From an optimization exercise on the open Yosys and OpenROAD flow, aimed at small area, a short achievable clock period and few clock cycles per item; shortcuts taken in it are not production practice. Function was checked by simulation only, so behaviour that the tests miss may differ from the original.

==> flow/design.v (outline; a module is shown in full before it is edited, if it fits) <==
// module pcc_ram: 22 lines
// module pcc_div: 20 lines
// module pcc_wrom: 523 lines
// module pcc_blend: 10 lines
// module piecewise_cosine_curve_eval: 238 lines
module piecewise_cosine_curve_eval
#(
  parameter int MAX_KNOTS  = 8,
  parameter int PHASE_BITS = 10
) (
  input  logic               clk_i,
  input  logic               rst_ni,
  input  logic               in_valid_i,
  output logic               in_stall_o,
  input  logic               kind_i,
  input  logic [2:0]         knot_index_i,
  input  logic signed [15:0] knot_x_i,
  input  logic signed [15:0] knot_y_i,
  input  logic signed [15:0] query_x_i,
  output logic               out_valid_o,
  input  logic               out_stall_i,
  output logic signed [15:0] height_o,
  output logic               in_segment_o,
  input  logic               psel,
  input  logic               penable,
  input  logic               pwrite,
  input  logic [2:0]         paddr,
  input  logic [31:0]        pwdata,
  output logic [31:0]        prdata,
  output logic               pready
);
  // ...
==> flow/run.sh <==
#!/bin/bash
# synth_recipe.tcl (not shown) runs the flow's synth.tcl, then flattens the netlist and writes it again
# the make line also repeats each setting of config.mk as NAME=value (left out here)
make -C /OpenROAD-flow-scripts/flow DESIGN_CONFIG=/design/flow/config.mk WORK_HOME=/design/flow/orfs CLKGATE_MAP_FILE= SYNTH_SCRIPT=/design/flow/synth_recipe.tcl finish
==> flow/config.mk <==
export PLATFORM = sky130hd
export DESIGN_NAME = piecewise_cosine_curve_eval
export DESIGN_NICKNAME = piecewise_cosine_curve_eval
export VERILOG_FILES = /design/flow/design.v
export SDC_FILE = /design/flow/constraint.sdc
export NUM_CORES = 4
export LEC_CHECK = 0
export CAP_MARGIN = 20
export CORE_MARGIN = 2
export CORE_UTILIZATION = 40
export SLEW_MARGIN = 20
export SYNTH_MEMORY_MAX_BITS = 16384
==> flow/constraint.sdc <==
create_clock -name core_clock -period 13.0 [get_ports {clk_i}]
set_input_delay 2.6000 -clock core_clock [delete_from_list [all_inputs] [get_ports {clk_i}]]
set_output_delay 2.6000 -clock core_clock [all_outputs]
set_load 0.01 [all_outputs]
==> results.py, run 1 <==
metrics = {
    "status": {
        "outcome": "complete, no violations",
    },
    "logic_synthesis": {
        "synth_nets": 6152,
        "synthMuxAreaShare": 0.0333,
        "synth_top_family_by_area": "adder cells",
        "syn_inst": 5388,
        "yosysUniqueCellTypes": 105,
        "synth.most_common_cell": "edfxtp_1",
        "syn_area_um2": 53500,
        "ys_warn_count": 7,
    },
    "grt": {
        "met1_usage": 0.326,
        "use_met3": 0.0496,
    },
    "drt": {
        "ant_nets": 0,
        "routed.top_layer": "met4",
    },
    "worst_setup_path": {
        "crit_fanout": 21,
        "reg2reg_to": "r4_q[8]",
    },
    "layout": {
        "areaGrowthSynthToFinish_pct": 10.8,
        "fin_cells": 7224,
        "reg_top3": "u_ram.g_slot.x_q (128), u_ram.g_slot.y_q (128)",
        "nonClkBufAreaFrac": 0.0316,
        "multi_input_area_share": 0.510,
    },
    "placed_design": {
        "port_buffers": 126,
        "dpl_worst_slack_ps": 3220,
    },
    "cts": {
        "root_buffer": "clkbuf_16",
        "htreeDepth": 3,
    },
    "worst_hold_path": {
        "whs_path_depth": 0,
        "holdPathEnd": "ya3_q[12]",
    },
    "timing": {
        "finClkSkew_ps": 45.4,
    },
}
Testbench counts, summed over its fixed seeds: cycles 2,296, items 1,920.
==> inputs of run 2 (changes only) <==
--- a/flow/design.v
+++ b/flow/design.v
@@ -561,25 +561,756 @@
       10'd509: w_o = 14'd8117;
       10'd510: w_o = 14'd8142;
       10'd511: w_o = 14'd8167;
       10'd512: w_o = 14'd8192;
       default: w_o = 14'd0;
     endcase
   end
 endmodule
-module pcc_blend (
-  input  logic signed [16:0] d_i,
-  input  logic [13:0]        t_i,
-  input  logic [15:0]        base_i,
-  output logic [15:0]        h_o
+module pcc_mac_tree (
+  input  logic [16:0] d_i,
+  input  logic [13:0] t_i,
+  input  logic [15:0] base_i,
+  output logic [29:0] s_o,
+  output logic [29:0] c_o
 );
-  logic signed [31:0] prod;
-  assign prod = d_i * $signed({1'b0, t_i});
-  assign h_o  = base_i + prod[29:14];
+  logic n1, n2, n3, n4, n5, n6, n7, n8, n9, n10, n11, n12, n13, n14, n15, n16, n17, n18, n19, n20, n21, n22, n23, n24, n25, n26, n27, n28, n29, n30, n31, n32, n33, n34, n35, n36, n37, n38, n39, n40, n41, n42, n43, n44, n45, n46, n47, n48, n49, n50, n51, n52, n53, n54, n55, n56, n57, n58, n59, n60, n61, n62, n63, n64, n65, n66, n67, n68, n69, n70, n71, n72, n73, n74, n75, n76, n77, n78, n79, n80, n81, n82, n83, n84, n85, n86, n87, n88, n89, n90, n91, n92, n93, n94, n95, n96, n97, n98, n99, n100, n101, n102, n103, n104, n105, n106, n107, n108, n109, n110, n111, n112, n113, n114, n115, n116, n117, n118, n119, n120, n121, n122, n123, n124, n125, n126, n127, n128, n129, n130, n131, n132, n133, n134, n135, n136, n137, n138, n139, n140, n141, n142, n143, n144, n145, n146, n147, n148, n149, n150, n151, n152, n153, n154, n155, n156, n157, n158, n159, n160, n161, n162, n163, n164, n165, n166, n167, n168, n169, n170, n171, n172, n173, n174, n175, n176, n177, n178, n179, n180, n181, n182, n183, n184, n185, n186, n187, n188, n189, n190, n191, n192, n193, n194, n195, n196, n197, n198, n199, n200, n201, n202, n203, n204, n205, n206, n207, n208, n209, n210, n211, n212, n213, n214, n215, n216, n217, n218, n219, n220, n221, n222, n223, n224, n225, n226, n227, n228, n229, n230, n231, n232, n233, n234, n235, n236, n237, n238, n239, n240, n241, n242, n243, n244, n245, n246, n247, n248, n249, n250, n251, n252, n253, n254, n255, n256, n257, n258, n259, n260, n261, n262, n263, n264, n265, n266, n267, n268, n269, n270, n271, n272, n273, n274, n275, n276, n277, n278, n279, n280, n281, n282, n283, n284, n285, n286, n287, n288, n289, n290, n291, n292, n293, n294, n295, n296, n297, n298, n299, n300, n301, n302, n303, n304, n305, n306, n307, n308, n309, n310, n311, n312, n313, n314, n315, n316, n317, n318, n319, n320, n321, n322, n323, n324, n325, n326, n327, n328, n329, n330, n331, n332, n333, n334, n335, n336, n337, n338, n339, n340, n341, n342, n343, n344, n345, n346, n347, n348, n349, n350, n351, n352, n353, n354, n355, n356, n357, n358, n359, n360, n361, n362, n363, n364, n365, n366, n367, n368, n369, n370, n371, n372, n373, n374, n375, n376, n377, n378, n379, n380, n381, n382, n383, n384, n385, n386, n387, n388, n389, n390, n391, n392, n393, n394, n395, n396, n397, n398, n399, n400, n401, n402, n403, n404, n405, n406, n407, n408, n409, n410, n411, n412, n413, n414, n415, n416, n417, n418, n419, n420, n421, n422, n423, n424, n425, n426, n427, n428, n429, n430, n431, n432, n433, n434, n435, n436, n437, n438, n439, n440, n441, n442, n443, n444, n445, n446, n447, n448, n449, n450, n451, n452, n453, n454, n455, n456, n457, n458, n459, n460, n461, n462, n463, n464, n465, n466, n467, n468, n469, n470, n471, n472, n473, n474, n475, n476, n477, n478, n479, n480, n481, n482, n483, n484, n485, n486, n487, n488, n489, n490, n491, n492, n493, n494, n495, n496, n497, n498, n499, n500, n501, n502, n503, n504, n505, n506, n507, n508, n509, n510, n511, n512, n513, n514, n515, n516, n517, n518, n519, n520, n521, n522, n523, n524, n525, n526, n527, n528, n529, n530, n531, n532, n533, n534, n535, n536, n537, n538, n539, n540, n541, n542, n543, n544, n545, n546, n547, n548, n549, n550, n551, n552, n553, n554, n555, n556, n557, n558, n559, n560, n561, n562, n563, n564, n565, n566, n567, n568, n569, n570, n571, n572, n573, n574, n575, n576, n577, n578, n579, n580, n581, n582, n583, n584, n585, n586, n587, n588, n589, n590, n591, n592, n593, n594, n595, n596, n597, n598, n599, n600, n601, n602, n603, n604, n605, n606, n607, n608, n609, n610, n611, n612, n613, n614, n615, n616, n617, n618, n619, n620, n621, n622, n623, n624, n625, n626, n627, n628, n629, n630, n631, n632, n633, n634, n635, n636, n637, n638, n639, n640, n641, n642, n643, n644, n645, n646, n647, n648, n649, n650, n651, n652, n653, n654, n655, n656, n657, n658, n659, n660, n661, n662, n663, n664, n665, n666, n667, n668, n669, n670, n671, n672;
+  assign n1 = (d_i[0] & t_i[0]);
+  assign n2 = (d_i[1] & t_i[0]);
+  assign n3 = (d_i[0] & t_i[1]);
+  assign n4 = (d_i[2] & t_i[0]);
+  assign n5 = (d_i[1] & t_i[1]);
+  assign n6 = (d_i[0] & t_i[2]);
+  assign n7 = (d_i[3] & t_i[0]);
+  assign n8 = (d_i[2] & t_i[1]);
+  assign n9 = (d_i[1] & t_i[2]);
+  assign n10 = (d_i[0] & t_i[3]);
+  assign n11 = (d_i[4] & t_i[0]);
+  assign n12 = (d_i[3] & t_i[1]);
+  assign n13 = (d_i[2] & t_i[2]);
+  assign n14 = (d_i[1] & t_i[3]);
+  assign n15 = (d_i[0] & t_i[4]);
+  assign n16 = (d_i[5] & t_i[0]);
+  assign n17 = (d_i[4] & t_i[1]);
+  assign n18 = (d_i[3] & t_i[2]);
+  assign n19 = (d_i[2] & t_i[3]);
+  assign n20 = (d_i[1] & t_i[4]);
+  assign n21 = (d_i[0] & t_i[5]);
+  assign n22 = (d_i[6] & t_i[0]);
+  assign n23 = (d_i[5] & t_i[1]);
+  assign n24 = (d_i[4] & t_i[2]);
+  assign n25 = (d_i[3] & t_i[3]);
+  assign n26 = (d_i[2] & t_i[4]);
+  assign n27 = (d_i[1] & t_i[5]);
+  assign n28 = (d_i[0] & t_i[6]);
+  assign n29 = (d_i[7] & t_i[0]);
+  assign n30 = (d_i[6] & t_i[1]);
+  assign n31 = (d_i[5] & t_i[2]);
+  assign n32 = (d_i[4] & t_i[3]);
+  assign n33 = (d_i[3] & t_i[4]);
+  assign n34 = (d_i[2] & t_i[5]);
+  assign n35 = (d_i[1] & t_i[6]);
+  assign n36 = (d_i[0] & t_i[7]);
+  assign n37 = (d_i[8] & t_i[0]);
+  assign n38 = (d_i[7] & t_i[1]);
+  assign n39 = (d_i[6] & t_i[2]);
+  assign n40 = (d_i[5] & t_i[3]);
+  assign n41 = (d_i[4] & t_i[4]);
+  assign n42 = (d_i[3] & t_i[5]);
+  assign n43 = (d_i[2] & t_i[6]);
+  assign n44 = (d_i[1] & t_i[7]);
+  assign n45 = (d_i[0] & t_i[8]);
+  assign n46 = (d_i[9] & t_i[0]);
+  assign n47 = (d_i[8] & t_i[1]);
+  assign n48 = (d_i[7] & t_i[2]);
+  assign n49 = (d_i[6] & t_i[3]);
+  assign n50 = (d_i[5] & t_i[4]);
+  assign n51 = (d_i[4] & t_i[5]);
+  assign n52 = (d_i[3] & t_i[6]);
+  assign n53 = (d_i[2] & t_i[7]);
+  assign n54 = (d_i[1] & t_i[8]);
+  assign n55 = (d_i[0] & t_i[9]);
+  assign n56 = (d_i[10] & t_i[0]);
+  assign n57 = (d_i[9] & t_i[1]);
+  assign n58 = (d_i[8] & t_i[2]);
+  assign n59 = (d_i[7] & t_i[3]);
+  assign n60 = (d_i[6] & t_i[4]);
+  assign n61 = (d_i[5] & t_i[5]);
+  assign n62 = (d_i[4] & t_i[6]);
+  assign n63 = (d_i[3] & t_i[7]);
+  assign n64 = (d_i[2] & t_i[8]);
+  assign n65 = (d_i[1] & t_i[9]);
+  assign n66 = (d_i[0] & t_i[10]);
+  assign n67 = (d_i[11] & t_i[0]);
+  assign n68 = (d_i[10] & t_i[1]);
+  assign n69 = (d_i[9] & t_i[2]);
+  assign n70 = (d_i[8] & t_i[3]);
+  assign n71 = (d_i[7] & t_i[4]);
+  assign n72 = (d_i[6] & t_i[5]);
+  assign n73 = (d_i[5] & t_i[6]);
+  assign n74 = (d_i[4] & t_i[7]);
+  assign n75 = (d_i[3] & t_i[8]);
+  assign n76 = (d_i[2] & t_i[9]);
+  assign n77 = (d_i[1] & t_i[10]);
+  assign n78 = (d_i[0] & t_i[11]);
+  assign n79 = (d_i[12] & t_i[0]);
+  assign n80 = (d_i[11] & t_i[1]);
+  assign n81 = (d_i[10] & t_i[2]);
+  assign n82 = (d_i[9] & t_i[3]);
+  assign n83 = (d_i[8] & t_i[4]);
+  assign n84 = (d_i[7] & t_i[5]);
+  assign n85 = (d_i[6] & t_i[6]);
+  assign n86 = (d_i[5] & t_i[7]);
+  assign n87 = (d_i[4] & t_i[8]);
+  assign n88 = (d_i[3] & t_i[9]);
+  assign n89 = (d_i[2] & t_i[10]);
+  assign n90 = (d_i[1] & t_i[11]);
+  assign n91 = (d_i[0] & t_i[12]);
+  assign n92 = (d_i[13] & t_i[0]);
+  assign n93 = (d_i[12] & t_i[1]);
+  assign n94 = (d_i[11] & t_i[2]);
+  assign n95 = (d_i[10] & t_i[3]);
+  assign n96 = (d_i[9] & t_i[4]);
+  assign n97 = (d_i[8] & t_i[5]);
+  assign n98 = (d_i[7] & t_i[6]);
+  assign n99 = (d_i[6] & t_i[7]);
+  assign n100 = (d_i[5] & t_i[8]);
+  assign n101 = (d_i[4] & t_i[9]);
+  assign n102 = (d_i[3] & t_i[10]);
+  assign n103 = (d_i[2] & t_i[11]);
+  assign n104 = (d_i[1] & t_i[12]);
+  assign n105 = (d_i[0] & t_i[13]);
+  assign n106 = (d_i[14] & t_i[0]);
+  assign n107 = (d_i[13] & t_i[1]);
+  assign n108 = (d_i[12] & t_i[2]);
+  assign n109 = (d_i[11] & t_i[3]);
+  assign n110 = (d_i[10] & t_i[4]);
+  assign n111 = (d_i[9] & t_i[5]);
+  assign n112 = (d_i[8] & t_i[6]);
+  assign n113 = (d_i[7] & t_i[7]);
+  assign n114 = (d_i[6] & t_i[8]);
+  assign n115 = (d_i[5] & t_i[9]);
+  assign n116 = (d_i[4] & t_i[10]);
+  assign n117 = (d_i[3] & t_i[11]);
+  assign n118 = (d_i[2] & t_i[12]);
+  assign n119 = (d_i[1] & t_i[13]);
+  assign n120 = base_i[0];
+  assign n121 = (d_i[15] & t_i[0]);
+  assign n122 = (d_i[14] & t_i[1]);
+  assign n123 = (d_i[13] & t_i[2]);
+  assign n124 = (d_i[12] & t_i[3]);
+  assign n125 = (d_i[11] & t_i[4]);
+  assign n126 = (d_i[10] & t_i[5]);
+  assign n127 = (d_i[9] & t_i[6]);
+  assign n128 = (d_i[8] & t_i[7]);
+  assign n129 = (d_i[7] & t_i[8]);
+  assign n130 = (d_i[6] & t_i[9]);
+  assign n131 = (d_i[5] & t_i[10]);
+  assign n132 = (d_i[4] & t_i[11]);
+  assign n133 = (d_i[3] & t_i[12]);
+  assign n134 = (d_i[2] & t_i[13]);
+  assign n135 = base_i[1];
+  assign n136 = ~(d_i[16] & t_i[0]);
+  assign n137 = (d_i[15] & t_i[1]);
+  assign n138 = (d_i[14] & t_i[2]);
+  assign n139 = (d_i[13] & t_i[3]);
+  assign n140 = (d_i[12] & t_i[4]);
+  assign n141 = (d_i[11] & t_i[5]);
+  assign n142 = (d_i[10] & t_i[6]);
+  assign n143 = (d_i[9] & t_i[7]);
+  assign n144 = (d_i[8] & t_i[8]);
+  assign n145 = (d_i[7] & t_i[9]);
+  assign n146 = (d_i[6] & t_i[10]);
+  assign n147 = (d_i[5] & t_i[11]);
+  assign n148 = (d_i[4] & t_i[12]);
+  assign n149 = (d_i[3] & t_i[13]);
+  assign n150 = base_i[2];
+  assign n151 = ~(d_i[16] & t_i[1]);
+  assign n152 = (d_i[15] & t_i[2]);
+  assign n153 = (d_i[14] & t_i[3]);
+  assign n154 = (d_i[13] & t_i[4]);
+  assign n155 = (d_i[12] & t_i[5]);
+  assign n156 = (d_i[11] & t_i[6]);
+  assign n157 = (d_i[10] & t_i[7]);
+  assign n158 = (d_i[9] & t_i[8]);
+  assign n159 = (d_i[8] & t_i[9]);
+  assign n160 = (d_i[7] & t_i[10]);
+  assign n161 = (d_i[6] & t_i[11]);
+  assign n162 = (d_i[5] & t_i[12]);
+  assign n163 = (d_i[4] & t_i[13]);
+  assign n164 = base_i[3];
+  assign n165 = ~(d_i[16] & t_i[2]);
+  assign n166 = (d_i[15] & t_i[3]);
+  assign n167 = (d_i[14] & t_i[4]);
+  assign n168 = (d_i[13] & t_i[5]);
+  assign n169 = (d_i[12] & t_i[6]);
+  assign n170 = (d_i[11] & t_i[7]);
+  assign n171 = (d_i[10] & t_i[8]);
+  assign n172 = (d_i[9] & t_i[9]);
+  assign n173 = (d_i[8] & t_i[10]);
+  assign n174 = (d_i[7] & t_i[11]);
+  assign n175 = (d_i[6] & t_i[12]);
+  assign n176 = (d_i[5] & t_i[13]);
+  assign n177 = base_i[4];
+  assign n178 = ~(d_i[16] & t_i[3]);
+  assign n179 = (d_i[15] & t_i[4]);
+  assign n180 = (d_i[14] & t_i[5]);
+  assign n181 = (d_i[13] & t_i[6]);
+  assign n182 = (d_i[12] & t_i[7]);
+  assign n183 = (d_i[11] & t_i[8]);
+  assign n184 = (d_i[10] & t_i[9]);
+  assign n185 = (d_i[9] & t_i[10]);
+  assign n186 = (d_i[8] & t_i[11]);
+  assign n187 = (d_i[7] & t_i[12]);
+  assign n188 = (d_i[6] & t_i[13]);
+  assign n189 = base_i[5];
+  assign n190 = ~(d_i[16] & t_i[4]);
+  assign n191 = (d_i[15] & t_i[5]);
+  assign n192 = (d_i[14] & t_i[6]);
+  assign n193 = (d_i[13] & t_i[7]);
+  assign n194 = (d_i[12] & t_i[8]);
+  assign n195 = (d_i[11] & t_i[9]);
+  assign n196 = (d_i[10] & t_i[10]);
+  assign n197 = (d_i[9] & t_i[11]);
+  assign n198 = (d_i[8] & t_i[12]);
+  assign n199 = (d_i[7] & t_i[13]);
+  assign n200 = base_i[6];
+  assign n201 = ~(d_i[16] & t_i[5]);
+  assign n202 = (d_i[15] & t_i[6]);
+  assign n203 = (d_i[14] & t_i[7]);
+  assign n204 = (d_i[13] & t_i[8]);
+  assign n205 = (d_i[12] & t_i[9]);
+  assign n206 = (d_i[11] & t_i[10]);
+  assign n207 = (d_i[10] & t_i[11]);
+  assign n208 = (d_i[9] & t_i[12]);
+  assign n209 = (d_i[8] & t_i[13]);
+  assign n210 = base_i[7];
+  assign n211 = ~(d_i[16] & t_i[6]);
+  assign n212 = (d_i[15] & t_i[7]);
+  assign n213 = (d_i[14] & t_i[8]);
+  assign n214 = (d_i[13] & t_i[9]);
+  assign n215 = (d_i[12] & t_i[10]);
+  assign n216 = (d_i[11] & t_i[11]);
+  assign n217 = (d_i[10] & t_i[12]);
+  assign n218 = (d_i[9] & t_i[13]);
+  assign n219 = base_i[8];
+  assign n220 = ~(d_i[16] & t_i[7]);
+  assign n221 = (d_i[15] & t_i[8]);
+  assign n222 = (d_i[14] & t_i[9]);
+  assign n223 = (d_i[13] & t_i[10]);
+  assign n224 = (d_i[12] & t_i[11]);
+  assign n225 = (d_i[11] & t_i[12]);
+  assign n226 = (d_i[10] & t_i[13]);
+  assign n227 = base_i[9];
+  assign n228 = ~(d_i[16] & t_i[8]);
+  assign n229 = (d_i[15] & t_i[9]);
+  assign n230 = (d_i[14] & t_i[10]);
+  assign n231 = (d_i[13] & t_i[11]);
+  assign n232 = (d_i[12] & t_i[12]);
+  assign n233 = (d_i[11] & t_i[13]);
+  assign n234 = base_i[10];
+  assign n235 = ~(d_i[16] & t_i[9]);
+  assign n236 = (d_i[15] & t_i[10]);
+  assign n237 = (d_i[14] & t_i[11]);
+  assign n238 = (d_i[13] & t_i[12]);
+  assign n239 = (d_i[12] & t_i[13]);
+  assign n240 = base_i[11];
+  assign n241 = ~(d_i[16] & t_i[10]);
+  assign n242 = (d_i[15] & t_i[11]);
+  assign n243 = (d_i[14] & t_i[12]);
+  assign n244 = (d_i[13] & t_i[13]);
+  assign n245 = base_i[12];
+  assign n246 = ~(d_i[16] & t_i[11]);
+  assign n247 = (d_i[15] & t_i[12]);
+  assign n248 = (d_i[14] & t_i[13]);
+  assign n249 = base_i[13];
+  assign n250 = ~(d_i[16] & t_i[12]);
+  assign n251 = (d_i[15] & t_i[13]);
+  assign n252 = base_i[14];
+  assign n253 = ~(d_i[16] & t_i[13]);
+  assign n254 = base_i[15];
+  assign n255 = n92 ^ n93;
+  assign n256 = n92 & n93;
+  assign n257 = n106 ^ n107 ^ n108;
+  assign n258 = (n106 & n107) | (n108 & (n106 ^ n107));
+  assign n259 = n109 ^ n110;
+  assign n260 = n109 & n110;
+  assign n261 = n121 ^ n122 ^ n123;
+  assign n262 = (n121 & n122) | (n123 & (n121 ^ n122));
+  assign n263 = n124 ^ n125 ^ n126;
+  assign n264 = (n124 & n125) | (n126 & (n124 ^ n125));
+  assign n265 = n136 ^ n137 ^ n138;
+  assign n266 = (n136 & n137) | (n138 & (n136 ^ n137));
+  assign n267 = n139 ^ n140 ^ n141;
+  assign n268 = (n139 & n140) | (n141 & (n139 ^ n140));
+  assign n269 = n142 ^ n143;
+  assign n270 = n142 & n143;
+  assign n271 = n151 ^ n152 ^ n153;
+  assign n272 = (n151 & n152) | (n153 & (n151 ^ n152));
+  assign n273 = n154 ^ n155 ^ n156;
+  assign n274 = (n154 & n155) | (n156 & (n154 ^ n155));
+  assign n275 = n165 ^ n166 ^ n167;
+  assign n276 = (n165 & n166) | (n167 & (n165 ^ n166));
+  assign n277 = n46 ^ n47;
+  assign n278 = n46 & n47;
+  assign n279 = n56 ^ n57 ^ n58;
+  assign n280 = (n56 & n57) | (n58 & (n56 ^ n57));
+  assign n281 = n59 ^ n60;
+  assign n282 = n59 & n60;
+  assign n283 = n67 ^ n68 ^ n69;
+  assign n284 = (n67 & n68) | (n69 & (n67 ^ n68));
+  assign n285 = n70 ^ n71 ^ n72;
+  assign n286 = (n70 & n71) | (n72 & (n70 ^ n71));
+  assign n287 = n73 ^ n74;
+  assign n288 = n73 & n74;
+  assign n289 = n79 ^ n80 ^ n81;
+  assign n290 = (n79 & n80) | (n81 & (n79 ^ n80));
+  assign n291 = n82 ^ n83 ^ n84;
+  assign n292 = (n82 & n83) | (n84 & (n82 ^ n83));
+  assign n293 = n85 ^ n86 ^ n87;
+  assign n294 = (n85 & n86) | (n87 & (n85 ^ n86));
+  assign n295 = n88 ^ n89;
+  assign n296 = n88 & n89;
+  assign n297 = n94 ^ n95 ^ n96;
+  assign n298 = (n94 & n95) | (n96 & (n94 ^ n95));
+  assign n299 = n97 ^ n98 ^ n99;
+  assign n300 = (n97 & n98) | (n99 & (n97 ^ n98));
+  assign n301 = n100 ^ n101 ^ n102;
+  assign n302 = (n100 & n101) | (n102 & (n100 ^ n101));
+  assign n303 = n103 ^ n104 ^ n105;
+  assign n304 = (n103 & n104) | (n105 & (n103 ^ n104));
+  assign n305 = n111 ^ n112 ^ n113;
+  assign n306 = (n111 & n112) | (n113 & (n111 ^ n112));
+  assign n307 = n114 ^ n115 ^ n116;
+  assign n308 = (n114 & n115) | (n116 & (n114 ^ n115));
+  assign n309 = n117 ^ n118 ^ n119;
+  assign n310 = (n117 & n118) | (n119 & (n117 ^ n118));
+  assign n311 = n120 ^ n257 ^ n259;
+  assign n312 = (n120 & n257) | (n259 & (n120 ^ n257));
+  assign n313 = n127 ^ n128 ^ n129;
+  assign n314 = (n127 & n128) | (n129 & (n127 ^ n128));
+  assign n315 = n130 ^ n131 ^ n132;
+  assign n316 = (n130 & n131) | (n132 & (n130 ^ n131));
+  assign n317 = n133 ^ n134 ^ n135;
+  assign n318 = (n133 & n134) | (n135 & (n133 ^ n134));
+  assign n319 = n261 ^ n263 ^ n258;
+  assign n320 = (n261 & n263) | (n258 & (n261 ^ n263));
+  assign n321 = n144 ^ n145 ^ n146;
+  assign n322 = (n144 & n145) | (n146 & (n144 ^ n145));
+  assign n323 = n147 ^ n148 ^ n149;
+  assign n324 = (n147 & n148) | (n149 & (n147 ^ n148));
+  assign n325 = ~(n150 ^ n265);
+  assign n326 = n150 | n265;
+  assign n327 = n267 ^ n269 ^ n262;
+  assign n328 = (n267 & n269) | (n262 & (n267 ^ n269));
+  assign n329 = n157 ^ n158 ^ n159;
+  assign n330 = (n157 & n158) | (n159 & (n157 ^ n158));
+  assign n331 = n160 ^ n161 ^ n162;
+  assign n332 = (n160 & n161) | (n162 & (n160 ^ n161));
+  assign n333 = n163 ^ n164 ^ n271;
+  assign n334 = (n163 & n164) | (n271 & (n163 ^ n164));
+  assign n335 = n273 ^ n266 ^ n268;
+  assign n336 = (n273 & n266) | (n268 & (n273 ^ n266));
+  assign n337 = n168 ^ n169 ^ n170;
+  assign n338 = (n168 & n169) | (n170 & (n168 ^ n169));
+  assign n339 = n171 ^ n172 ^ n173;
+  assign n340 = (n171 & n172) | (n173 & (n171 ^ n172));
+  assign n341 = n174 ^ n175 ^ n176;
+  assign n342 = (n174 & n175) | (n176 & (n174 ^ n175));
+  assign n343 = n177 ^ n275 ^ n272;
+  assign n344 = (n177 & n275) | (n272 & (n177 ^ n275));
+  assign n345 = n178 ^ n179 ^ n180;
+  assign n346 = (n178 & n179) | (n180 & (n178 ^ n179));
+  assign n347 = n181 ^ n182 ^ n183;
+  assign n348 = (n181 & n182) | (n183 & (n181 ^ n182));
+  assign n349 = n184 ^ n185 ^ n186;
+  assign n350 = (n184 & n185) | (n186 & (n184 ^ n185));
+  assign n351 = n187 ^ n188 ^ n189;
+  assign n352 = (n187 & n188) | (n189 & (n187 ^ n188));
+  assign n353 = n190 ^ n191 ^ n192;
+  assign n354 = (n190 & n191) | (n192 & (n190 ^ n191));
+  assign n355 = n193 ^ n194 ^ n195;
+  assign n356 = (n193 & n194) | (n195 & (n193 ^ n194));
+  assign n357 = n196 ^ n197 ^ n198;
+  assign n358 = (n196 & n197) | (n198 & (n196 ^ n197));
+  assign n359 = n201 ^ n202 ^ n203;
+  assign n360 = (n201 & n202) | (n203 & (n201 ^ n202));
+  assign n361 = n204 ^ n205 ^ n206;
+  assign n362 = (n204 & n205) | (n206 & (n204 ^ n205));
+  assign n363 = n211 ^ n212 ^ n213;
+  assign n364 = (n211 & n212) | (n213 & (n211 ^ n212));
+  assign n365 = n22 ^ n23;
+  assign n366 = n22 & n23;
+  assign n367 = n29 ^ n30 ^ n31;
+  assign n368 = (n29 & n30) | (n31 & (n29 ^ n30));
+  assign n369 = n32 ^ n33;
+  assign n370 = n32 & n33;
+  assign n371 = n37 ^ n38 ^ n39;
+  assign n372 = (n37 & n38) | (n39 & (n37 ^ n38));
+  assign n373 = n40 ^ n41 ^ n42;
+  assign n374 = (n40 & n41) | (n42 & (n40 ^ n41));
+  assign n375 = n43 ^ n44;
+  assign n376 = n43 & n44;
+  assign n377 = n48 ^ n49 ^ n50;
+  assign n378 = (n48 & n49) | (n50 & (n48 ^ n49));
+  assign n379 = n51 ^ n52 ^ n53;
+  assign n380 = (n51 & n52) | (n53 & (n51 ^ n52));
+  assign n381 = n54 ^ n55 ^ n277;
+  assign n382 = (n54 & n55) | (n277 & (n54 ^ n55));
+  assign n383 = n61 ^ n62 ^ n63;
+  assign n384 = (n61 & n62) | (n63 & (n61 ^ n62));
+  assign n385 = n64 ^ n65 ^ n66;
+  assign n386 = (n64 & n65) | (n66 & (n64 ^ n65));
+  assign n387 = n279 ^ n281 ^ n278;
+  assign n388 = (n279 & n281) | (n278 & (n279 ^ n281));
+  assign n389 = n75 ^ n76 ^ n77;
+  assign n390 = (n75 & n76) | (n77 & (n75 ^ n76));
+  assign n391 = n78 ^ n283 ^ n285;
+  assign n392 = (n78 & n283) | (n285 & (n78 ^ n283));
+  assign n393 = n287 ^ n280 ^ n282;
+  assign n394 = (n287 & n280) | (n282 & (n287 ^ n280));
+  assign n395 = n90 ^ n91 ^ n289;
+  assign n396 = (n90 & n91) | (n289 & (n90 ^ n91));
+  assign n397 = n291 ^ n293 ^ n295;
+  assign n398 = (n291 & n293) | (n295 & (n291 ^ n293));
+  assign n399 = n284 ^ n286 ^ n288;
+  assign n400 = (n284 & n286) | (n288 & (n284 ^ n286));
+  assign n401 = n255 ^ n297 ^ n299;
+  assign n402 = (n255 & n297) | (n299 & (n255 ^ n297));
+  assign n403 = n301 ^ n303 ^ n290;
+  assign n404 = (n301 & n303) | (n290 & (n301 ^ n303));
+  assign n405 = n292 ^ n294 ^ n296;
+  assign n406 = (n292 & n294) | (n296 & (n292 ^ n294));
+  assign n407 = n256 ^ n305 ^ n307;
+  assign n408 = (n256 & n305) | (n307 & (n256 ^ n305));
+  assign n409 = n309 ^ n311 ^ n298;
+  assign n410 = (n309 & n311) | (n298 & (n309 ^ n311));
+  assign n411 = n300 ^ n302 ^ n304;
+  assign n412 = (n300 & n302) | (n304 & (n300 ^ n302));
+  assign n413 = n260 ^ n313 ^ n315;
+  assign n414 = (n260 & n313) | (n315 & (n260 ^ n313));
+  assign n415 = n317 ^ n319 ^ n306;
+  assign n416 = (n317 & n319) | (n306 & (n317 ^ n319));
+  assign n417 = n308 ^ n310 ^ n312;
+  assign n418 = (n308 & n310) | (n312 & (n308 ^ n310));
+  assign n419 = n264 ^ n321 ^ n323;
+  assign n420 = (n264 & n321) | (n323 & (n264 ^ n321));
+  assign n421 = n325 ^ n327 ^ n314;
+  assign n422 = (n325 & n327) | (n314 & (n325 ^ n327));
+  assign n423 = n316 ^ n318 ^ n320;
+  assign n424 = (n316 & n318) | (n320 & (n316 ^ n318));
+  assign n425 = n270 ^ n329 ^ n331;
+  assign n426 = (n270 & n329) | (n331 & (n270 ^ n329));
+  assign n427 = n333 ^ n335 ^ n322;
+  assign n428 = (n333 & n335) | (n322 & (n333 ^ n335));
+  assign n429 = n324 ^ n326 ^ n328;
+  assign n430 = (n324 & n326) | (n328 & (n324 ^ n326));
+  assign n431 = n274 ^ n337 ^ n339;
+  assign n432 = (n274 & n337) | (n339 & (n274 ^ n337));
+  assign n433 = n341 ^ n343 ^ n330;
+  assign n434 = (n341 & n343) | (n330 & (n341 ^ n343));
+  assign n435 = n332 ^ n334 ^ n336;
+  assign n436 = (n332 & n334) | (n336 & (n332 ^ n334));
+  assign n437 = n276 ^ n345 ^ n347;
+  assign n438 = (n276 & n345) | (n347 & (n276 ^ n345));
+  assign n439 = n349 ^ n351 ^ n338;
+  assign n440 = (n349 & n351) | (n338 & (n349 ^ n351));
+  assign n441 = n340 ^ n342 ^ n344;
+  assign n442 = (n340 & n342) | (n344 & (n340 ^ n342));
+  assign n443 = n199 ^ n200 ^ n353;
+  assign n444 = (n199 & n200) | (n353 & (n199 ^ n200));
+  assign n445 = n355 ^ n357 ^ n346;
+  assign n446 = (n355 & n357) | (n346 & (n355 ^ n357));
+  assign n447 = n348 ^ n350 ^ n352;
+  assign n448 = (n348 & n350) | (n352 & (n348 ^ n350));
+  assign n449 = n207 ^ n208 ^ n209;
+  assign n450 = (n207 & n208) | (n209 & (n207 ^ n208));
+  assign n451 = n210 ^ n359 ^ n361;
+  assign n452 = (n210 & n359) | (n361 & (n210 ^ n359));
+  assign n453 = n354 ^ n356 ^ n358;
+  assign n454 = (n354 & n356) | (n358 & (n354 ^ n356));
+  assign n455 = n214 ^ n215 ^ n216;
+  assign n456 = (n214 & n215) | (n216 & (n214 ^ n215));
+  assign n457 = n217 ^ n218 ^ n219;
+  assign n458 = (n217 & n218) | (n219 & (n217 ^ n218));
+  assign n459 = n363 ^ n360 ^ n362;
+  assign n460 = (n363 & n360) | (n362 & (n363 ^ n360));
+  assign n461 = n220 ^ n221 ^ n222;
+  assign n462 = (n220 & n221) | (n222 & (n220 ^ n221));
+  assign n463 = n223 ^ n224 ^ n225;
+  assign n464 = (n223 & n224) | (n225 & (n223 ^ n224));
+  assign n465 = n226 ^ n227 ^ n364;
+  assign n466 = (n226 & n227) | (n364 & (n226 ^ n227));
+  assign n467 = n228 ^ n229 ^ n230;
+  assign n468 = (n228 & n229) | (n230 & (n228 ^ n229));
+  assign n469 = n231 ^ n232 ^ n233;
+  assign n470 = (n231 & n232) | (n233 & (n231 ^ n232));
+  assign n471 = n235 ^ n236 ^ n237;
+  assign n472 = (n235 & n236) | (n237 & (n235 ^ n236));
+  assign n473 = n11 ^ n12;
+  assign n474 = n11 & n12;
+  assign n475 = n16 ^ n17 ^ n18;
+  assign n476 = (n16 & n17) | (n18 & (n16 ^ n17));
+  assign n477 = n19 ^ n20;
+  assign n478 = n19 & n20;
+  assign n479 = n24 ^ n25 ^ n26;
+  assign n480 = (n24 & n25) | (n26 & (n24 ^ n25));
+  assign n481 = n27 ^ n28 ^ n365;
+  assign n482 = (n27 & n28) | (n365 & (n27 ^ n28));
+  assign n483 = n34 ^ n35 ^ n36;
+  assign n484 = (n34 & n35) | (n36 & (n34 ^ n35));
+  assign n485 = n367 ^ n369 ^ n366;
+  assign n486 = (n367 & n369) | (n366 & (n367 ^ n369));
+  assign n487 = n45 ^ n371 ^ n373;
+  assign n488 = (n45 & n371) | (n373 & (n45 ^ n371));
+  assign n489 = n375 ^ n368 ^ n370;
+  assign n490 = (n375 & n368) | (n370 & (n375 ^ n368));
+  assign n491 = n377 ^ n379 ^ n381;
+  assign n492 = (n377 & n379) | (n381 & (n377 ^ n379));
+  assign n493 = n372 ^ n374 ^ n376;
+  assign n494 = (n372 & n374) | (n376 & (n372 ^ n374));
+  assign n495 = n383 ^ n385 ^ n387;
+  assign n496 = (n383 & n385) | (n387 & (n383 ^ n385));
+  assign n497 = n378 ^ n380 ^ n382;
+  assign n498 = (n378 & n380) | (n382 & (n378 ^ n380));
+  assign n499 = n389 ^ n391 ^ n393;
+  assign n500 = (n389 & n391) | (n393 & (n389 ^ n391));
+  assign n501 = n384 ^ n386 ^ n388;
+  assign n502 = (n384 & n386) | (n388 & (n384 ^ n386));
+  assign n503 = n395 ^ n397 ^ n399;
+  assign n504 = (n395 & n397) | (n399 & (n395 ^ n397));
+  assign n505 = n390 ^ n392 ^ n394;
+  assign n506 = (n390 & n392) | (n394 & (n390 ^ n392));
+  assign n507 = n401 ^ n403 ^ n405;
+  assign n508 = (n401 & n403) | (n405 & (n401 ^ n403));
+  assign n509 = n396 ^ n398 ^ n400;
+  assign n510 = (n396 & n398) | (n400 & (n396 ^ n398));
+  assign n511 = n407 ^ n409 ^ n411;
+  assign n512 = (n407 & n409) | (n411 & (n407 ^ n409));
+  assign n513 = n402 ^ n404 ^ n406;
+  assign n514 = (n402 & n404) | (n406 & (n402 ^ n404));
+  assign n515 = n413 ^ n415 ^ n417;
+  assign n516 = (n413 & n415) | (n417 & (n413 ^ n415));
+  assign n517 = n408 ^ n410 ^ n412;
+  assign n518 = (n408 & n410) | (n412 & (n408 ^ n410));
+  assign n519 = n419 ^ n421 ^ n423;
+  assign n520 = (n419 & n421) | (n423 & (n419 ^ n421));
+  assign n521 = n414 ^ n416 ^ n418;
+  assign n522 = (n414 & n416) | (n418 & (n414 ^ n416));
+  assign n523 = n425 ^ n427 ^ n429;
+  assign n524 = (n425 & n427) | (n429 & (n425 ^ n427));
+  assign n525 = n420 ^ n422 ^ n424;
+  assign n526 = (n420 & n422) | (n424 & (n420 ^ n422));
+  assign n527 = n431 ^ n433 ^ n435;
+  assign n528 = (n431 & n433) | (n435 & (n431 ^ n433));
+  assign n529 = n426 ^ n428 ^ n430;
+  assign n530 = (n426 & n428) | (n430 & (n426 ^ n428));
+  assign n531 = n437 ^ n439 ^ n441;
+  assign n532 = (n437 & n439) | (n441 & (n437 ^ n439));
+  assign n533 = n432 ^ n434 ^ n436;
+  assign n534 = (n432 & n434) | (n436 & (n432 ^ n434));
+  assign n535 = n443 ^ n445 ^ n447;
+  assign n536 = (n443 & n445) | (n447 & (n443 ^ n445));
+  assign n537 = n438 ^ n440 ^ n442;
+  assign n538 = (n438 & n440) | (n442 & (n438 ^ n440));
+  assign n539 = n449 ^ n451 ^ n453;
+  assign n540 = (n449 & n451) | (n453 & (n449 ^ n451));
+  assign n541 = n444 ^ n446 ^ n448;
+  assign n542 = (n444 & n446) | (n448 & (n444 ^ n446));
+  assign n543 = n455 ^ n457 ^ n459;
+  assign n544 = (n455 & n457) | (n459 & (n455 ^ n457));
+  assign n545 = n450 ^ n452 ^ n454;
+  assign n546 = (n450 & n452) | (n454 & (n450 ^ n452));
+  assign n547 = n461 ^ n463 ^ n465;
+  assign n548 = (n461 & n463) | (n465 & (n461 ^ n463));
+  assign n549 = n456 ^ n458 ^ n460;
+  assign n550 = (n456 & n458) | (n460 & (n456 ^ n458));
+  assign n551 = n234 ^ n467 ^ n469;
+  assign n552 = (n234 & n467) | (n469 & (n234 ^ n467));
+  assign n553 = n462 ^ n464 ^ n466;
+  assign n554 = (n462 & n464) | (n466 & (n462 ^ n464));
+  assign n555 = n238 ^ n239 ^ n240;
+  assign n556 = (n238 & n239) | (n240 & (n238 ^ n239));
+  assign n557 = n471 ^ n468 ^ n470;
+  assign n558 = (n471 & n468) | (n470 & (n471 ^ n468));
+  assign n559 = n241 ^ n242 ^ n243;
+  assign n560 = (n241 & n242) | (n243 & (n241 ^ n242));
+  assign n561 = n244 ^ n245 ^ n472;
+  assign n562 = (n244 & n245) | (n472 & (n244 ^ n245));
+  assign n563 = n246 ^ n247 ^ n248;
+  assign n564 = (n246 & n247) | (n248 & (n246 ^ n247));
+  assign n565 = n7 ^ n8;
+  assign n566 = n7 & n8;
+  assign n567 = n13 ^ n14 ^ n15;
+  assign n568 = (n13 & n14) | (n15 & (n13 ^ n14));
+  assign n569 = n21 ^ n475 ^ n477;
+  assign n570 = (n21 & n475) | (n477 & (n21 ^ n475));
+  assign n571 = n479 ^ n481 ^ n476;
+  assign n572 = (n479 & n481) | (n476 & (n479 ^ n481));
+  assign n573 = n483 ^ n485 ^ n480;
+  assign n574 = (n483 & n485) | (n480 & (n483 ^ n485));
+  assign n575 = n487 ^ n489 ^ n484;
+  assign n576 = (n487 & n489) | (n484 & (n487 ^ n489));
+  assign n577 = n491 ^ n493 ^ n488;
+  assign n578 = (n491 & n493) | (n488 & (n491 ^ n493));
+  assign n579 = n495 ^ n497 ^ n492;
+  assign n580 = (n495 & n497) | (n492 & (n495 ^ n497));
+  assign n581 = n499 ^ n501 ^ n496;
+  assign n582 = (n499 & n501) | (n496 & (n499 ^ n501));
+  assign n583 = n503 ^ n505 ^ n500;
+  assign n584 = (n503 & n505) | (n500 & (n503 ^ n505));
+  assign n585 = n507 ^ n509 ^ n504;
+  assign n586 = (n507 & n509) | (n504 & (n507 ^ n509));
+  assign n587 = n511 ^ n513 ^ n508;
+  assign n588 = (n511 & n513) | (n508 & (n511 ^ n513));
+  assign n589 = n515 ^ n517 ^ n512;
+  assign n590 = (n515 & n517) | (n512 & (n515 ^ n517));
+  assign n591 = n519 ^ n521 ^ n516;
+  assign n592 = (n519 & n521) | (n516 & (n519 ^ n521));
+  assign n593 = n523 ^ n525 ^ n520;
+  assign n594 = (n523 & n525) | (n520 & (n523 ^ n525));
+  assign n595 = n527 ^ n529 ^ n524;
+  assign n596 = (n527 & n529) | (n524 & (n527 ^ n529));
+  assign n597 = n531 ^ n533 ^ n528;
+  assign n598 = (n531 & n533) | (n528 & (n531 ^ n533));
+  assign n599 = n535 ^ n537 ^ n532;
+  assign n600 = (n535 & n537) | (n532 & (n535 ^ n537));
+  assign n601 = n539 ^ n541 ^ n536;
+  assign n602 = (n539 & n541) | (n536 & (n539 ^ n541));
+  assign n603 = n543 ^ n545 ^ n540;
+  assign n604 = (n543 & n545) | (n540 & (n543 ^ n545));
+  assign n605 = n547 ^ n549 ^ n544;
+  assign n606 = (n547 & n549) | (n544 & (n547 ^ n549));
+  assign n607 = n551 ^ n553 ^ n548;
+  assign n608 = (n551 & n553) | (n548 & (n551 ^ n553));
+  assign n609 = n555 ^ n557 ^ n552;
+  assign n610 = (n555 & n557) | (n552 & (n555 ^ n557));
+  assign n611 = n559 ^ n561 ^ n556;
+  assign n612 = (n559 & n561) | (n556 & (n559 ^ n561));
+  assign n613 = n249 ^ n563 ^ n560;
+  assign n614 = (n249 & n563) | (n560 & (n249 ^ n563));
+  assign n615 = n250 ^ n251 ^ n252;
+  assign n616 = (n250 & n251) | (n252 & (n250 ^ n251));
+  assign n617 = n4 ^ n5;
+  assign n618 = n4 & n5;
+  assign n619 = n9 ^ n10 ^ n565;
+  assign n620 = (n9 & n10) | (n565 & (n9 ^ n10));
+  assign n621 = n473 ^ n567 ^ n566;
+  assign n622 = (n473 & n567) | (n566 & (n473 ^ n567));
+  assign n623 = n474 ^ n569 ^ n568;
+  assign n624 = (n474 & n569) | (n568 & (n474 ^ n569));
+  assign n625 = n478 ^ n571 ^ n570;
+  assign n626 = (n478 & n571) | (n570 & (n478 ^ n571));
+  assign n627 = n482 ^ n573 ^ n572;
+  assign n628 = (n482 & n573) | (n572 & (n482 ^ n573));
+  assign n629 = n486 ^ n575 ^ n574;
+  assign n630 = (n486 & n575) | (n574 & (n486 ^ n575));
+  assign n631 = n490 ^ n577 ^ n576;
+  assign n632 = (n490 & n577) | (n576 & (n490 ^ n577));
+  assign n633 = n494 ^ n579 ^ n578;
+  assign n634 = (n494 & n579) | (n578 & (n494 ^ n579));
+  assign n635 = n498 ^ n581 ^ n580;
+  assign n636 = (n498 & n581) | (n580 & (n498 ^ n581));
+  assign n637 = n502 ^ n583 ^ n582;
+  assign n638 = (n502 & n583) | (n582 & (n502 ^ n583));
+  assign n639 = n506 ^ n585 ^ n584;
+  assign n640 = (n506 & n585) | (n584 & (n506 ^ n585));
+  assign n641 = n510 ^ n587 ^ n586;
+  assign n642 = (n510 & n587) | (n586 & (n510 ^ n587));
+  assign n643 = n514 ^ n589 ^ n588;
+  assign n644 = (n514 & n589) | (n588 & (n514 ^ n589));
+  assign n645 = n518 ^ n591 ^ n590;
+  assign n646 = (n518 & n591) | (n590 & (n518 ^ n591));
+  assign n647 = n522 ^ n593 ^ n592;
+  assign n648 = (n522 & n593) | (n592 & (n522 ^ n593));
+  assign n649 = n526 ^ n595 ^ n594;
+  assign n650 = (n526 & n595) | (n594 & (n526 ^ n595));
+  assign n651 = n530 ^ n597 ^ n596;
+  assign n652 = (n530 & n597) | (n596 & (n530 ^ n597));
+  assign n653 = n534 ^ n599 ^ n598;
+  assign n654 = (n534 & n599) | (n598 & (n534 ^ n599));
+  assign n655 = n538 ^ n601 ^ n600;
+  assign n656 = (n538 & n601) | (n600 & (n538 ^ n601));
+  assign n657 = n542 ^ n603 ^ n602;
+  assign n658 = (n542 & n603) | (n602 & (n542 ^ n603));
+  assign n659 = n546 ^ n605 ^ n604;
+  assign n660 = (n546 & n605) | (n604 & (n546 ^ n605));
+  assign n661 = n550 ^ n607 ^ n606;
+  assign n662 = (n550 & n607) | (n606 & (n550 ^ n607));
+  assign n663 = n554 ^ n609 ^ n608;
+  assign n664 = (n554 & n609) | (n608 & (n554 ^ n609));
+  assign n665 = n558 ^ n611 ^ n610;
+  assign n666 = (n558 & n611) | (n610 & (n558 ^ n611));
+  assign n667 = n562 ^ n613 ^ n612;
+  assign n668 = (n562 & n613) | (n612 & (n562 ^ n613));
+  assign n669 = n564 ^ n615 ^ n614;
+  assign n670 = (n564 & n615) | (n614 & (n564 ^ n615));
+  assign n671 = n253 ^ n254 ^ n616;
+  assign n672 = (n253 & n254) | (n616 & (n253 ^ n254));
+  assign s_o[0] = n1;
+  assign c_o[0] = 1'b0;
+  assign s_o[1] = n2;
+  assign c_o[1] = n3;
+  assign s_o[2] = n6;
+  assign c_o[2] = n617;
+  assign s_o[3] = n619;
+  assign c_o[3] = n618;
+  assign s_o[4] = n621;
+  assign c_o[4] = n620;
+  assign s_o[5] = n623;
+  assign c_o[5] = n622;
+  assign s_o[6] = n625;
+  assign c_o[6] = n624;
+  assign s_o[7] = n627;
+  assign c_o[7] = n626;
+  assign s_o[8] = n629;
+  assign c_o[8] = n628;
+  assign s_o[9] = n631;
+  assign c_o[9] = n630;
+  assign s_o[10] = n633;
+  assign c_o[10] = n632;
+  assign s_o[11] = n635;
+  assign c_o[11] = n634;
+  assign s_o[12] = n637;
+  assign c_o[12] = n636;
+  assign s_o[13] = n639;
+  assign c_o[13] = n638;
+  assign s_o[14] = n641;
+  assign c_o[14] = n640;
+  assign s_o[15] = n643;
+  assign c_o[15] = n642;
+  assign s_o[16] = n645;
+  assign c_o[16] = n644;
+  assign s_o[17] = n647;
+  assign c_o[17] = n646;
+  assign s_o[18] = n649;
+  assign c_o[18] = n648;
+  assign s_o[19] = n651;
+  assign c_o[19] = n650;
+  assign s_o[20] = n653;
+  assign c_o[20] = n652;
+  assign s_o[21] = n655;
+  assign c_o[21] = n654;
+  assign s_o[22] = n657;
+  assign c_o[22] = n656;
+  assign s_o[23] = n659;
+  assign c_o[23] = n658;
+  assign s_o[24] = n661;
+  assign c_o[24] = n660;
+  assign s_o[25] = n663;
+  assign c_o[25] = n662;
+  assign s_o[26] = n665;
+  assign c_o[26] = n664;
+  assign s_o[27] = n667;
+  assign c_o[27] = n666;
+  assign s_o[28] = n669;
+  assign c_o[28] = n668;
+  assign s_o[29] = n671;
+  assign c_o[29] = n670;
 endmodule
 module piecewise_cosine_curve_eval
 #(
   parameter int MAX_KNOTS  = 8,
   parameter int PHASE_BITS = 10
 ) (
   input  logic               clk_i,
   input  logic               rst_ni,
@@ -597,16 +1328,18 @@
   input  logic               psel,
   input  logic               penable,
   input  logic               pwrite,
   input  logic [2:0]         paddr,
   input  logic [31:0]        pwdata,
   output logic [31:0]        prdata,
   output logic               pready
 );
+  localparam int DSTG = 5;   
+  localparam int DBIT = 2;   
   logic [3:0]  knot_count_q;
   logic [15:0] base_height_q;
   logic [31:0] prdata_q;
   assign pready = 1'b1;
   always_ff @(posedge clk_i or negedge rst_ni) begin
     if (!rst_ni) begin
       knot_count_q  <= '0;
       base_height_q <= '0;
@@ -631,40 +1364,46 @@
     .clk_i   (clk_i),
     .we_i    (take && !kind_i),
     .waddr_i (knot_index_i),
     .wx_i    (knot_x_i),
     .wy_i    (knot_y_i),
     .x_o     (kx),
     .y_o     (ky)
   );
+  logic [7:0] ge;
+  logic [7:0] le;
+  logic [6:0] hit;
+  always_comb begin
+    for (int i = 0; i < 8; i++) begin
+      ge[i] = $signed(query_x_i) >= $signed(kx[16*i +: 16]);
+      le[i] = $signed(query_x_i) <= $signed(kx[16*i +: 16]);
+    end
+    for (int i = 0; i < 7; i++) begin
+      hit[i] = ge[i] && le[i+1] && (knot_count_q >= 4'(i + 2));
+    end
+  end
   logic        v0_q;
   logic [15:0] q0_q;
+  logic [6:0]  hit0_q;
   always_ff @(posedge clk_i or negedge rst_ni) begin
     if (!rst_ni)  v0_q <= 1'b0;
     else if (adv) v0_q <= take && kind_i;
   end
   always_ff @(posedge clk_i) begin
-    if (adv) q0_q <= query_x_i;
+    if (adv) begin
+      q0_q   <= query_x_i;
+      hit0_q <= hit;
+    end
   end
-  logic [7:0]  ge;
-  logic [7:0]  le;
-  logic [6:0]  hit;
   logic [6:0]  first;
   logic [15:0] sx0, sx1, sy0, sy1;
   always_comb begin
-    for (int i = 0; i < 8; i++) begin
-      ge[i] = $signed(q0_q) >= $signed(kx[16*i +: 16]);
-      le[i] = $signed(q0_q) <= $signed(kx[16*i +: 16]);
-    end
-    for (int i = 0; i < 7; i++) begin
-      hit[i] = ge[i] && le[i+1] && (knot_count_q >= 4'(i + 2));
-    end
-    first = hit & ~{hit[5:0] | {hit[4:0], 1'b0} | {hit[3:0], 2'b0} | {hit[2:0], 3'b0} |
-                    {hit[1:0], 4'b0} | {hit[0], 5'b0}, 1'b0};
+    first = hit0_q & ~{hit0_q[5:0] | {hit0_q[4:0], 1'b0} | {hit0_q[3:0], 2'b0} |
+                       {hit0_q[2:0], 3'b0} | {hit0_q[1:0], 4'b0} | {hit0_q[0], 5'b0}, 1'b0};
     sx0 = '0;
     sx1 = '0;
     sy0 = '0;
     sy1 = '0;
     for (int i = 0; i < 7; i++) begin
       sx0 |= {16{first[i]}} & kx[16*i +: 16];
       sx1 |= {16{first[i]}} & kx[16*(i+1) +: 16];
       sy0 |= {16{first[i]}} & ky[16*i +: 16];
@@ -674,123 +1413,129 @@
   logic        v1_q, h1_q;
   logic [15:0] ofs1_q, w1_q, ya1_q, yb1_q;
   always_ff @(posedge clk_i or negedge rst_ni) begin
     if (!rst_ni)  v1_q <= 1'b0;
     else if (adv) v1_q <= v0_q;
   end
   always_ff @(posedge clk_i) begin
     if (adv) begin
-      h1_q   <= |hit;
+      h1_q   <= |hit0_q;
       ofs1_q <= q0_q - sx0;
       w1_q   <= sx1 - sx0;
       ya1_q  <= sy0;
       yb1_q  <= sy1;
     end
   end
   logic        full1, upf1;
-  logic [15:0] r2_d, r3_d, r4_d, r5_d;
-  logic [2:0]  qb2_d, qb3_d, qb4_d;
-  logic        qb5_d;
   assign full1 = (ofs1_q == w1_q);
   assign upf1  = full1 && (w1_q != '0);
-  pcc_div #(.STEPS(3)) u_div2 (.r_i(ofs1_q), .w_i(w1_q), .r_o(r2_d), .q_o(qb2_d));
-  logic        v2_q, h2_q, full2_q, upf2_q;
-  logic [15:0] r2_q, w2_q, ya2_q, yb2_q;
-  logic [2:0]  p2_q;
-  always_ff @(posedge clk_i or negedge rst_ni) begin
-    if (!rst_ni)  v2_q <= 1'b0;
-    else if (adv) v2_q <= v1_q;
-  end
-  always_ff @(posedge clk_i) begin
-    if (adv) begin
-      h2_q    <= h1_q;
-      full2_q <= full1;
-      upf2_q  <= upf1;
-      r2_q    <= r2_d;
-      w2_q    <= w1_q;
-      p2_q    <= qb2_d;
-      ya2_q   <= ya1_q;
-      yb2_q   <= yb1_q;
-    end
-  end
-  pcc_div #(.STEPS(3)) u_div3 (.r_i(r2_q), .w_i(w2_q), .r_o(r3_d), .q_o(qb3_d));
-  logic        v3_q, h3_q, full3_q, upf3_q;
-  logic [15:0] r3_q, w3_q, ya3_q, yb3_q;
-  logic [5:0]  p3_q;
-  always_ff @(posedge clk_i or negedge rst_ni) begin
-    if (!rst_ni)  v3_q <= 1'b0;
-    else if (adv) v3_q <= v2_q;
-  end
-  always_ff @(posedge clk_i) begin
-    if (adv) begin
-      h3_q    <= h2_q;
-      full3_q <= full2_q;
-      upf3_q  <= upf2_q;
-      r3_q    <= r3_d;
-      w3_q    <= w2_q;
-      p3_q    <= {p2_q, qb3_d};
-      ya3_q   <= ya2_q;
-      yb3_q   <= yb2_q;
-    end
-  end
-  pcc_div #(.STEPS(3)) u_div4 (.r_i(r3_q), .w_i(w3_q), .r_o(r4_d), .q_o(qb4_d));
-  logic        v4_q, h4_q, full4_q, upf4_q;
-  logic [15:0] r4_q, w4_q, ya4_q, yb4_q;
-  logic [8:0]  p4_q;
-  always_ff @(posedge clk_i or negedge rst_ni) begin
-    if (!rst_ni)  v4_q <= 1'b0;
-    else if (adv) v4_q <= v3_q;
-  end
-  always_ff @(posedge clk_i) begin
-    if (adv) begin
-      h4_q    <= h3_q;
-      full4_q <= full3_q;
-      upf4_q  <= upf3_q;
-      r4_q    <= r4_d;
-      w4_q    <= w3_q;
-      p4_q    <= {p3_q, qb4_d};
-      ya4_q   <= ya3_q;
-      yb4_q   <= yb3_q;
+  logic                 dv_q   [DSTG];
+  logic                 dh_q   [DSTG];
+  logic                 dful_q [DSTG];
+  logic                 dupf_q [DSTG];
+  logic [15:0]          dr_q   [DSTG];
+  logic [15:0]          dw_q   [DSTG];
+  logic [15:0]          dya_q  [DSTG];
+  logic [15:0]          dyb_q  [DSTG];
+  logic [DBIT*DSTG-1:0] dp_q   [DSTG];
+  for (genvar g = 0; g < DSTG; g++) begin : g_div
+    logic            v_in, h_in, ful_in, upf_in;
+    logic [15:0]     r_in, w_in, ya_in, yb_in;
+    logic [DBIT*DSTG-1:0] p_in;
+    logic [15:0]     r_out;
+    logic [DBIT-1:0] qb;
+    if (g == 0) begin : g_first
+      assign v_in   = v1_q;
+      assign h_in   = h1_q;
+      assign ful_in = full1;
+      assign upf_in = upf1;
+      assign r_in   = ofs1_q;
+      assign w_in   = w1_q;
+      assign ya_in  = ya1_q;
+      assign yb_in  = yb1_q;
+      assign p_in   = '0;
+    end else begin : g_next
+      assign v_in   = dv_q[g-1];
+      assign h_in   = dh_q[g-1];
+      assign ful_in = dful_q[g-1];
+      assign upf_in = dupf_q[g-1];
+      assign r_in   = dr_q[g-1];
+      assign w_in   = dw_q[g-1];
+      assign ya_in  = dya_q[g-1];
+      assign yb_in  = dyb_q[g-1];
+      assign p_in   = dp_q[g-1];
+    end
+    pcc_div #(.STEPS(DBIT)) u_div (.r_i(r_in), .w_i(w_in), .r_o(r_out), .q_o(qb));
+    always_ff @(posedge clk_i or negedge rst_ni) begin
+      if (!rst_ni)  dv_q[g] <= 1'b0;
+      else if (adv) dv_q[g] <= v_in;
+    end
+    always_ff @(posedge clk_i) begin
+      if (adv) begin
+        dh_q[g]   <= h_in;
+        dful_q[g] <= ful_in;
+        dupf_q[g] <= upf_in;
+        dr_q[g]   <= r_out;
+        dw_q[g]   <= w_in;
+        dya_q[g]  <= ya_in;
+        dyb_q[g]  <= yb_in;
+        dp_q[g]   <= {p_in[DBIT*DSTG-DBIT-1:0], qb};
+      end
     end
   end
+  localparam int L = DSTG - 1;
   logic [9:0]  ph;
   logic        up;
   logic [9:0]  pf;
   logic [13:0] wt;
-  pcc_div #(.STEPS(1)) u_div5 (.r_i(r4_q), .w_i(w4_q), .r_o(r5_d), .q_o(qb5_d));
-  assign ph = {p4_q, qb5_d};
-  assign up = full4_q ? upf4_q : ph[9];
-  assign pf = full4_q ? 10'd0 : (ph[9] ? (10'd512 - {1'b0, ph[8:0]}) : ph);
+  assign ph = dp_q[L];
+  assign up = dful_q[L] ? dupf_q[L] : ph[9];
+  assign pf = dful_q[L] ? 10'd0 : (ph[9] ? (10'd512 - {1'b0, ph[8:0]}) : ph);
   pcc_wrom u_wrom (.p_i(pf), .w_o(wt));
-  logic        v5_q, h5_q;
-  logic [13:0] wt5_q;
-  logic [16:0] d5_q;
-  logic [15:0] b5_q;
+  logic        v7_q, h7_q;
+  logic [13:0] wt7_q;
+  logic [16:0] d7_q;
+  logic [15:0] b7_q;
+  always_ff @(posedge clk_i or negedge rst_ni) begin
+    if (!rst_ni)  v7_q <= 1'b0;
+    else if (adv) v7_q <= dv_q[L];
+  end
+  always_ff @(posedge clk_i) begin
+    if (adv) begin
+      h7_q  <= dh_q[L];
+      wt7_q <= wt;
+      d7_q  <= up ? ({dya_q[L][15], dya_q[L]} - {dyb_q[L][15], dyb_q[L]})
+                  : ({dyb_q[L][15], dyb_q[L]} - {dya_q[L][15], dya_q[L]});
+      b7_q  <= up ? dyb_q[L] : dya_q[L];
+    end
+  end
+  logic [29:0] ms, mc;
+  pcc_mac_tree u_mac (.d_i(d7_q), .t_i(wt7_q), .base_i(b7_q), .s_o(ms), .c_o(mc));
+  logic        v8_q, h8_q;
+  logic [29:0] ms8_q, mc8_q;
   always_ff @(posedge clk_i or negedge rst_ni) begin
-    if (!rst_ni)  v5_q <= 1'b0;
-    else if (adv) v5_q <= v4_q;
+    if (!rst_ni)  v8_q <= 1'b0;
+    else if (adv) v8_q <= v7_q;
   end
   always_ff @(posedge clk_i) begin
     if (adv) begin
-      h5_q  <= h4_q;
-      wt5_q <= wt;
-      d5_q  <= up ? ({ya4_q[15], ya4_q} - {yb4_q[15], yb4_q})
-                  : ({yb4_q[15], yb4_q} - {ya4_q[15], ya4_q});
-      b5_q  <= up ? yb4_q : ya4_q;
+      h8_q  <= h7_q;
+      ms8_q <= ms;
+      mc8_q <= mc;
     end
   end
-  logic [15:0] blend;
+  logic [29:0] msum;
   logic [16:0] res;
-  pcc_blend u_blend (.d_i(d5_q), .t_i(wt5_q), .base_i(b5_q), .h_o(blend));
-  assign res = h5_q ? {1'b1, blend} : {1'b0, base_height_q};
+  assign msum = ms8_q + mc8_q;
+  assign res  = h8_q ? {1'b1, msum[29:14]} : {1'b0, base_height_q};
   logic        hv_q, sv_q;
   logic [16:0] hd_q, sd_q;
   logic        push, pop;
-  assign push = adv && v5_q;
+  assign push = adv && v8_q;
   assign pop  = hv_q && !out_stall_i;
   always_ff @(posedge clk_i or negedge rst_ni) begin
     if (!rst_ni) begin
       hv_q     <= 1'b0;
       sv_q     <= 1'b0;
       freeze_q <= 1'b0;
     end else begin
       if (!hv_q || pop) begin
==> flow/config.mk (replaced) <==
export PLATFORM = sky130hd
export DESIGN_NAME = piecewise_cosine_curve_eval
export DESIGN_NICKNAME = piecewise_cosine_curve_eval
export VERILOG_FILES = /design/flow/design.v
export SDC_FILE = /design/flow/constraint.sdc
export NUM_CORES = 4
export LEC_CHECK = 0
export CAP_MARGIN = 50
export CORE_MARGIN = 2
export CORE_UTILIZATION = 40
export SLEW_MARGIN = 70
export SYNTH_MEMORY_MAX_BITS = 16384
==> results.py, run 2 <==
metrics = {
    "logic_synthesis": {
        "synthTopCellsByCount": "edfxtp_1, inv_1, nand2_1",
        "synth.most_common_cell": "edfxtp_1",
        "synthFlopType": "edfxtp_1",
        "synth.avg_cell_area_um2": 10.6,
        "syn_inst": 5402,
        "synth_top_area_share": 0.427,
        "synth_area_leaders": "edfxtp_1, ha_1, fa_1",
        "synthAdderAreaFrac": 0.157,
        "seq_area_frac_synth": 0.447,
        "synth_nets": 6096,
        "syn_area_um2": 57500,
        "ys_seq_elements": 866,
        "synth-compound-area-share": 0.157,
        "yosys.area_share.simple": 0.125,
        "synth_xor_area_frac": 0.0297,
        "yosysTopAreaCell": "edfxtp_1",
        "synthArstFlopShare": 0.0370,
        "ys_warn_count": 14,
        "synth_edf_count": 818,
        "synth_top_family_by_area": "compound AO/OA/AOI/OAI gates",
        "synthMuxAreaShare": 0.0300,
        "yosysUniqueCellTypes": 112,
    },
    "grt": {
        "grt_util_all_layers": 0.232,
        "grt_max_degree": 64,
        "grt_pass1_vias": 42900,
        "grt_remaining_overflow": 0,
        "grt_pass1_wl_mm": 261,
        "antenna_found_initial": 9,
    },
    "worst_setup_path": {
        "critical_path.max_stage_delay_ps": 570,
        "crit_chain": "inv_1 -> ha_1 -> a21oi_1 -> o21ai_0 -> a21oi_1 -> o21ai_0 -> and2b_2 -> inv_2 -> nor2_1 -> a21oi_1 -> ha_1 -> o21a_1 -> o31a_1 -> o211ai_2 -> a21oi_1 -> a311oi_2 -> o21ai_1 -> o211ai_4 -> nand2_4 -> mux2_4",
        "path_class": "flop to flop",
        "critical_path.top_delay_family": "compound AO/OA/AOI/OAI gates",
        "timing.rr.start": "w1_q[10]",
        "crit_start": "w1_q[10]",
        "path_depth": 20,
        "timing.reg2reg.setup_slack_ps": 7350,
        "critPathMostFrequentCell": "a21oi_1",
        "endpoint": "dr_q[0][5]",
        "path_buf_inv": 2,
        "worst-r2r-cell-count": 20,
        "crit_arrival_ps": 6100,
        "crit_fanout": 19,
        "reg2reg_to": "dr_q[0][5]",
        "startpoint_type": "flop",
        "cp.required_ps": 13440,
        "worstSetupEndpointType": "flop",
        "cpMaxStageDelayCell": "edfxtp_1",
    },
    "cts": {
        "root_buffer": "clkbuf_16",
        "clock_path_buffers": 3,
        "cts-resized-gates": 0,
        "path_clk_slew_ps": 60,
        "cts_tree": "built",
        "htreeDepth": 3,
        "post_cts_buffers": 0,
        "clock_latency_ps": 740,
        "cts_hold_buf": 0,
        "cts_buffers": 98,
        "clock_sinks": 866,
    },
    "worst_hold_path": {
        "hold_class": "flop to flop",
    },
    "layout": {
        "nets": 6248,
        "final_area_um2": 65700,
        "areaGrowthSynthToFinish_pct": 14.2,
        "layout_commonest_cell": "edfxtp_1",
        "fillers": 13100,
        "final_cell_mix": "edfxtp_1, inv_1, nand2_1",
        "drive_above_1_share": 0.119,
        "reg_top3": "u_ram.g_slot.x_q (128), u_ram.g_slot.y_q (128)",
    },
    "drt": {
        "wire_per_inst_um": 22.7,
        "drt_wl_total_mm": 171,
        "via_per_inst": 5.71,
        "firstDrtPassIters": 7,
        "ant_nets": 0,
        "drt-initial-drc-count": 4467,
        "vias": 43000,
        "drc": 0,
    },
    "die": {
        "fp-row-count": 139,
        "die_y_um": 383,
        "start_util": 0.402,
        "fp.dieW_um": 383,
        "die-area_um2": 147000,
        "core_um2": 143000,
        "io_pins": 146,
    },
    "timing": {
        "final_max_slew_viol_count": 0,
        "rsz0062_at_grt": "no",
        "setup_slack_ps": 7350,
        "finClkSkew_ps": 77.9,
        "fin_crit_ps": 5650,
        "hold_violations": 0,
        "tightest_slew_ps": 518,
        "slew_headroom": 0.652,
        "worst_hold_slack_ps": 413,
        "setup_tns_ps": 0,
        "setup_viol": 0,
        "max_freq_ghz": 0.177,
        "fin_crit_sh": 0.435,
    },
    "run": {
        "max_cap_viol_count": 0,
    },
    "status": {
        "outcome": "complete, no violations",
    },
    "placed_design": {
        "dpl_worst_slack_ps": 7280,
        "gp_congestion": 0.971,
        "port_buffers": 126,
        "hpwl_mm": 126,
        "dpl_cell_area_um2": 62200,
    },
}
## run 2: per-layer routing
layer / GRT usage / vias to the layer above / wire (µm)
li1: - / 20000 / -
met1: 0.300 / 20800 / 70000
met2: 0.378 / 1729 / 80400
met3: 0.0439 / 461 / 12700
met4: 0.100 / 10 / 8000
met5: 0 / - / 56
## run 2: worst reg2reg max path, cell delays in order, from the launching register on
cell and delay, ps:
edfxtp_1 570, inv_1 150, ha_1 400, a21oi_1 90, o21ai_0 330, a21oi_1 110, o21ai_0 320, and2b_2 380
inv_2 270, nor2_1 70, a21oi_1 170, ha_1 320, o21a_1 210, o31a_1 140, o211ai_2 190, a21oi_1 110
a311oi_2 370, o21ai_1 240, o211ai_4 370, nand2_4 230, mux2_4 350
## run 2: per-stage QoR
step	cells	utilization
finish	7545	0.459
global route	7541	0.459
CTS	7533	0.457
detailed placement	7349	0.435
global placement	7251	0.425
floorplan	5402	-
## run 2: how the worst min path moves through the flow
stage | cells past startpoint | start | endpoint
after floorplan | 0 | dful_q[0] | dful_q[1]
after global placement | 0 | dp_q[2][0] | dp_q[3][2]
after detailed placement | 0 | dya_q[0][7] | dya_q[1][7]
after CTS | 0 | dyb_q[0][6] | dyb_q[1][6]
after global routing | 0 | dya_q[0][8] | dya_q[1][8]
final | 0 | dh_q[0] | dh_q[1]
## run 2: logic make-up (layout without fill, tap and decap cells)
family | Yosys count | after routing
AO/OA/AOI/OAI | 1356 | 1356
XOR/XNOR | 191 | 191
adder cells (fa/ha/maj) | 601 | 601
buffers and inverters | 777 | 1013
flip-flops | 866 | 866
multiplexers | 149 | 149
other | 1 | 5
AND/OR/NAND/NOR | 1461 | 1461
## run 2: cell type report
cell class / instances / area [µm²] / share of cell area
Antenna cell: 4 / 10.0 / 0.000152
Clock buffer: 124 / 2580 / 0.0393
Clock inverter: 60 / 561 / 0.00854
Inverter: 509 / 1930 / 0.0294
Multi-Input combinational cell: 3759 / 29500 / 0.450
Sequential cell: 866 / 25700 / 0.391
Tap cell: 1903 / 2380 / 0.0363
Timing Repair Buffer: 320 / 2980 / 0.0454
Testbench counts of run 2, summed over its fixed seeds: cycles 2,320, items 1,920.

afterwards: timing with drivers on the ports:
Ports are ideal in the flow. The routed layouts listed here were re-timed in OpenROAD. Step 1 assumes that a clkbuf_16 drives the clock port and a buf_2 every other input. Step 2 times the ports against the registers' clock, not the clock port: input delays grow and output delays shrink by t, the midpoint of the rising clock arrivals with the driver on. Three values: no drivers, after step 1, after step 2; two values: the first two.
run | t, ns | setup slack, ns
run 1 | 0.751 | 3.159 / 3.159 / 3.159
run 2 | 0.782 | 7.346 / 7.346 / 7.345
After both steps every run listed still meets setup and hold.
